From an optimization exercise on the open Yosys and OpenROAD flow, aimed at small area, a short achievable clock period and few clock cycles per item; shortcuts taken in it are not production practice. Function was checked by simulation only, so behaviour that the tests miss may differ from the original. Power and IR drop assume default switching activity.

## maple
// ai_density_engine
module ai_density_engine #(
    parameter int                     GRID       = 10,
    parameter int                     NUM_SHIPS  = 5,
    parameter logic [4*NUM_SHIPS-1:0] SHIP_LENS  = {4'd2, 4'd3, 4'd3, 4'd4, 4'd5},
    parameter int                     CW         = 8,
    parameter int                     HIT_WEIGHT = 4
) (
    input  logic                  clock,
    input  logic                  reset,
    input  logic [1:0]            addr,
    input  logic                  write_en,
    input  logic [GRID*GRID-1:0]  data_in,
    output logic                  wait_request,
    output logic [GRID*GRID+3:0]  data_out
);
    localparam int N = 100;
    logic [N-1:0] fired;       
    logic [N-1:0] hit;
    logic [4:0]   ships;
    logic         busy;
    logic [3:0]   rcnt;
    logic         res_valid;
    logic [6:0]   res_idx;
    logic [7:0]   res_max;
    logic         start;
    logic [3:0]   row;
    assign start = !busy && write_en && (addr == 2'd0);
    assign row   = busy ? rcnt : 4'd0;
    logic [3:0] vfb [10], vhb [10], vfa [10], vha [10];
    logic [3:0] vob, voa;
    always_comb begin
  ...
For scale: about 4100 cells after synthesis, ~210 I/O pins, about 0.034 mm2 of cells after synthesis.
Settings: LEC_CHECK=0, ABC_AREA=1, CAP_MARGIN=60, CORE_MARGIN=2, CORE_UTILIZATION=60, SLEW_MARGIN=60, SYNTH_HIERARCHICAL=1; clock period 70.0 ns.
standard.sh (not shown) runs the stock make flow with config.mk's settings and CLKGATE_MAP_FILE= SYNTH_SCRIPT=/design/flow/synth_recipe.tcl, a recipe that flattens the netlist after the stock synthesis.
==> flow/flow/run.sh <==
#!/bin/bash
# Standard layout, with the port buffers made from buf_2 cells instead of the
# default choice of buffer_ports.
set -o pipefail
export BUFFER_PORTS_ARGS="-buffer_cell sky130_fd_sc_hd__buf_2"
bash standard.sh 2>&1 | tee standard.log
The flow did not stop early for maple: all stages ran, and the layout cleared the timing, DRC and antenna checks.
Testbench counts of maple, summed over its fixed seeds: cycles 2,688, queries 192.
#### Input delta (pine over maple)
--- a/flow/design.v
+++ b/flow/design.v
@@ -17,20 +17,20 @@
     assign s  = a ^ b;
     assign co = a & b;
 endmodule
 module ai_keep (
     input  logic alive,
     input  logic v,
     input  logic s,
     input  logic nany,
-    output logic onen,
+    output logic one,
     output logic next
 );
-    assign onen = ~(alive & (v | s));
+    assign one  = alive & (v | s);
     assign next = alive & (v | s | nany);
 endmodule
 module ai_sel3 (
     input  logic a,
     input  logic sa,
     input  logic b,
     input  logic sb,
     input  logic c,
@@ -2062,17 +2062,17 @@
         ai_fa u_t119 (.a(hin[8]), .b(t116), .c(t118), .s(t119), .co(t120));
         assign d = {t120, t119, t117, t113, t107, t97, t83, t69, t57, t55};
         assign dsum[c] = d;
     end
     logic [10:0] cand;
     logic [10:0] sat;
     logic [7:0]  val [11];
     logic [10:0] alive [9];
-    logic [10:0] onen [8];
+    logic [10:0] one [8];
     logic [7:0]  nany;
     logic [7:0]  bmax;
     logic        bfound;
     logic [6:0]  bidx;
     always_comb begin
         cand[0] = busy & res_valid;
         val[0]  = res_max;
         sat[0]  = 1'b0;
@@ -2081,20 +2081,20 @@
             val[c+1]  = dsum[c][7:0];
             sat[c+1]  = dsum[c][9] | dsum[c][8];
         end
     end
     assign alive[8] = cand;
     for (genvar b = 7; b >= 0; b--) begin : g_lvl
         for (genvar j = 0; j < 11; j++) begin : g_cand
             ai_keep u_keep (.alive(alive[b+1][j]), .v(val[j][b]), .s(sat[j]), .nany(nany[b]),
-                .onen(onen[b][j]), .next(alive[b][j]));
+                .one(one[b][j]), .next(alive[b][j]));
         end
-        assign nany[b] = &onen[b];
-        assign bmax[b] = ~nany[b];
+        assign bmax[b] = |one[b];
+        assign nany[b] = ~bmax[b];
     end
     always_comb begin
         logic [3:0] col;
         logic       inrow;
         bfound = |cand;
         col    = '0;
         inrow  = 1'b0;
         for (int j = 10; j >= 1; j--)
[summary]
- Depth of the critical timing path with buffers and inverters included, maple and pine: lower on maple
- Compare maple and pine | die width lower: maple
- maple → pine: synthesis-to-finish area growth decreased by 0.83 points relative to the old numbers, total net switching power rose 1.8%, fraction of area in clock buffers and inverters barely changed.
- Between maple and pine, the difference in post-placement setup slack is negligible.
- pine vs. maple: worst hold slack after final layout fell by 0.0070 ns; count of buffers from port buffering stayed essentially flat; met3 global-route usage fell by 1.5 points; all-layer global routing usage rose by 1.0 points; number of global-route vias before repair rose by about 1.7%.
- Diff maple -> pine | top fanout value on the critical path | increase of 7
Testbench counts of pine, summed over its fixed seeds: cycles 2,688, queries 192.

==> afterwards: timing with drivers on the ports <==
No port has a modelled driver above. Below, the same layouts with a new extraction and two added sets of constraints.
Step 1 (the two cells are an assumption about what drives the block):
set clk [get_ports {clock}]
set_driving_cell -lib_cell sky130_fd_sc_hd__clkbuf_16 $clk
set_driving_cell -lib_cell sky130_fd_sc_hd__buf_2 [delete_from_list [all_inputs] $clk]
Step 2 moves the port delays by t, midway between the first and last clock arrival at a register: inputs arrive t later, outputs are due t later. That takes back most of the time a late clock gives input paths.
a / b / c = ideal / step 1 / step 2; a / b = the first two.
run	t (ns)	setup WS [ns]	slew at the worst register clock pin (ns)	worst data-port slew with drivers (ns)
maple	0.607	40.412 / 40.390 / 40.390	0.07 / 0.07	0.08
pine	0.607	40.397 / 40.361 / 40.361	0.07 / 0.07	0.08
After both steps every run listed still meets setup and hold. For pine, which loses most, drivers alone change the setup slack by -0.036 ns; drivers and shift together by -0.036 ns.
